Context: an optimization exercise on an open-source flow, tuned for small area, a short achievable clock period and few clock cycles per item. The choices shown serve that exercise and are no tape-out recipe. RTL that was checked went through simulation tests only; none was proved equivalent to the original.

// macc_control_top
module macc_control_top (
  input logic clk,
  input logic rst_n,
  input logic mac_begin,
  input logic acc_begin,
  input macc_pkg::len_t conv_len,
  input macc_pkg::filt_t filter_num,
  input macc_pkg::data_t weight_in,
  input macc_pkg::data_t ifmap_in,
  input macc_pkg::data_t external_psum,
  input macc_pkg::acc_t internal_psum,
  output logic mul_enable,
  output logic acc_enable,
  output macc_pkg::len_t cnt_a,
  output macc_pkg::filt_t cnt_b,
  output macc_pkg::acc_t accum_out,
  output logic psum_store,
  output logic mac_finish,
  output logic acc_finish
);
Size in the first run: about 1400 cells after synthesis, roughly 150 I/O pins, ~0.015 sq mm of cells after synthesis.
==> module macc_unit, before the edit <==
module macc_unit (
  input logic clk,
  input logic rst_n,
  input logic keep_d,  
  input logic use_i_d,  
  input logic op_last,
  input logic op_end,
  input logic run_acc,
  input macc_pkg::data_t op_w,
  input logic [16:0] op_pp0,
  input logic [7:0] op_one,
  input logic [7:0] op_two,
  input logic [7:0] op_neg,
  input macc_pkg::acc_t op_i,
  output macc_pkg::acc_t accum_out,
  output logic psum_store,
  output logic mac_finish,
  output logic acc_finish
);
  logic [(2*16 + 4)-1:0] s_q;  
  logic [(2*16 + 4)-1:0] c_q;
  logic [(2*16 + 4)-1:0] s_fb;
  logic [(2*16 + 4)-1:0] c_fb;
  logic [(2*16 + 4)-1:0] s_d;
  logic [(2*16 + 4)-1:0] c_d;
  logic [(2*16 + 4)-1:0] sum;
  logic sum_last;
  logic sum_end;
  for (genvar q = 0; q < 4; q++) begin : g_fb
    macc_fbgate u_fb (
      .clk (clk),
      .keep_d (keep_d),
      .use_i_d (use_i_d),
      .s_q (s_q[9*q+8:9*q]),
      .c_q (c_q[9*q+8:9*q]),
      .op_i (op_i[9*q+8:9*q]),
      .s_fb (s_fb[9*q+8:9*q]),
      .c_fb (c_fb[9*q+8:9*q])
    );
  end
  macc_tree u_tree (
    .w (op_w),
    .pp0 (op_pp0),
    .one (op_one),
    .two (op_two),
    .neg (op_neg),
    .sfb (s_fb),
    .cfb (c_fb),
    .s_o (s_d),
    .c_o (c_d)
  );
  macc_cpa u_cpa (
    .a (s_q),
    .b (c_q),
    .y (sum)
  );
  always_ff @(posedge clk) begin
    s_q <= s_d;
    c_q <= c_d;
    accum_out <= sum;
  end
  always_ff @(posedge clk or negedge rst_n) begin
    if (!rst_n) begin
      sum_last <= 1'b0;
      sum_end <= 1'b0;
      psum_store <= 1'b0;
      mac_finish <= 1'b0;
      acc_finish <= 1'b0;
    end else begin
      sum_last <= op_last;
      sum_end <= op_end;
      psum_store <= sum_last;
      mac_finish <= sum_end & ~run_acc;
      acc_finish <= sum_end & run_acc;
    end
  end
endmodule
==> module macc_fbgate, before the edit <==
module macc_fbgate (
  input logic clk,
  input logic keep_d,
  input logic use_i_d,
  input logic [8:0] s_q,
  input logic [8:0] c_q,
  input logic [8:0] op_i,
  output logic [8:0] s_fb,
  output logic [8:0] c_fb
);
  logic keep;
  logic use_i;
  always_ff @(posedge clk) begin
    keep <= keep_d;
    use_i <= use_i_d;
  end
  assign s_fb = (s_q & {9{keep}}) | (op_i & {9{use_i}});
  assign c_fb = c_q & {9{keep}};
endmodule
==> flow/config.mk <==
export PLATFORM = sky130hd
export DESIGN_NAME = macc_control_top
export DESIGN_NICKNAME = macc_control_top
export VERILOG_FILES = /design/flow/design.v
export SDC_FILE = /design/flow/constraint.sdc
export NUM_CORES = 4
export LEC_CHECK = 0
export CAP_MARGIN = 20
export CORE_MARGIN = 2
export CORE_UTILIZATION = 60
export CTS_CLUSTER_DIAMETER = 100
export CTS_CLUSTER_SIZE = 25
export SETUP_SLACK_MARGIN = 4.2
export SLEW_MARGIN = 20
export SYNTH_HIERARCHICAL = 1
export SYNTH_MINIMUM_KEEP_SIZE = 0
==> flow/constraint.sdc <==
create_clock -name core_clock -period 7.0 [get_ports {clk}]
set_input_delay 1.4000 -clock core_clock [delete_from_list [all_inputs] [get_ports {clk}]]
set_output_delay 1.4000 -clock core_clock [all_outputs]
set_load 0.01 [all_outputs]
standard.sh (not shown) runs the stock make flow with config.mk's settings and CLKGATE_MAP_FILE= SYNTH_SCRIPT=/design/flow/synth_recipe.tcl, a recipe that flattens the netlist after the stock synthesis.
==> flow/flow/run.sh <==
#!/bin/bash
# standard layout, with the port buffers made from the smallest plain buffer
set -euo pipefail
export BUFFER_PORTS_ARGS="-buffer_cell sky130_fd_sc_hd__buf_1"
bash standard.sh > standard_flow.log 2>&1
The first run went through all stages and came out clean.
Edit:
--- a/flow/design.v
+++ b/flow/design.v
@@ -175,16 +175,24 @@
   logic sum_last;
   logic sum_end;
-  for (genvar q = 0; q < 4; q++) begin : g_fb
-    macc_fbgate u_fb (
-      .clk (clk),
-      .keep_d (keep_d),
-      .use_i_d (use_i_d),
-      .s_q (s_q[9*q+8:9*q]),
-      .c_q (c_q[9*q+8:9*q]),
-      .op_i (op_i[9*q+8:9*q]),
-      .s_fb (s_fb[9*q+8:9*q]),
-      .c_fb (c_fb[9*q+8:9*q])
-    );
-  end
+  macc_fbgate u_fb_lo (
+    .clk (clk),
+    .keep_d (keep_d),
+    .use_i_d (use_i_d),
+    .s_q (s_q[17:0]),
+    .c_q (c_q[17:0]),
+    .op_i (op_i[17:0]),
+    .s_fb (s_fb[17:0]),
+    .c_fb (c_fb[17:0])
+  );
+  macc_fbgate u_fb_hi (
+    .clk (clk),
+    .keep_d (keep_d),
+    .use_i_d (use_i_d),
+    .s_q (s_q[35:18]),
+    .c_q (c_q[35:18]),
+    .op_i (op_i[35:18]),
+    .s_fb (s_fb[35:18]),
+    .c_fb (c_fb[35:18])
+  );
   macc_tree u_tree (
     .w (op_w),
@@ -228,9 +236,9 @@
   input logic keep_d,
   input logic use_i_d,
-  input logic [8:0] s_q,
-  input logic [8:0] c_q,
-  input logic [8:0] op_i,
-  output logic [8:0] s_fb,
-  output logic [8:0] c_fb
+  input logic [17:0] s_q,
+  input logic [17:0] c_q,
+  input logic [17:0] op_i,
+  output logic [17:0] s_fb,
+  output logic [17:0] c_fb
 );
   logic keep;
@@ -240,6 +248,6 @@
     use_i <= use_i_d;
   end
-  assign s_fb = (s_q & {9{keep}}) | (op_i & {9{use_i}});
-  assign c_fb = c_q & {9{keep}};
+  assign s_fb = (s_q & {18{keep}}) | (op_i & {18{use_i}});
+  assign c_fb = c_q & {18{keep}};
 endmodule
 module macc_tree (
The changed run completed without violations.
Cell count shrinks slightly.
Fmax grows slightly.
Setup slack gains 0.022 ns.
Non-clock buffer count shrinks by 11.
Worst hold slack is about the same.
Flip-flop and latch count shrinks by 4.
Testbench counts after the change, summed over its fixed seeds: cycles 24,347, items 22,427.
No functional check of the RTL was part of the first run of this note.

[afterwards: timing with drivers on the ports]
Ports are ideal in the flow. The routed layouts listed here were re-timed in OpenROAD.
Step 1 sets driving cells, clkbuf_16 on the clock port and buf_2 on the other inputs (assumed; they add their load-dependent delay and slew).
Step 2 moves the port delays by t, midway between the first and last clock arrival at a register: inputs arrive t later, outputs are due t later. That takes back most of the time a late clock gives input paths.
a / b / c = ideal / step 1 / step 2; a / b = the first two.
| run | shift t [ns] | setup slack, ns | hold slack, ns | pins driven straight from the clock port |
|---|---|---|---|---|
| the first run | 0.535 | 4.217 / 4.217 / 3.944 | 0.329 / 0.329 / 0.329 | 1 |
| the second run | 0.526 | 4.240 / 4.240 / 3.936 | 0.331 / 0.331 / 0.331 | 1 |
After both steps every run listed still meets setup and hold. The setup slack of the second run, which loses most, moves by 0.000 ns with the drivers and by -0.304 ns with both steps.
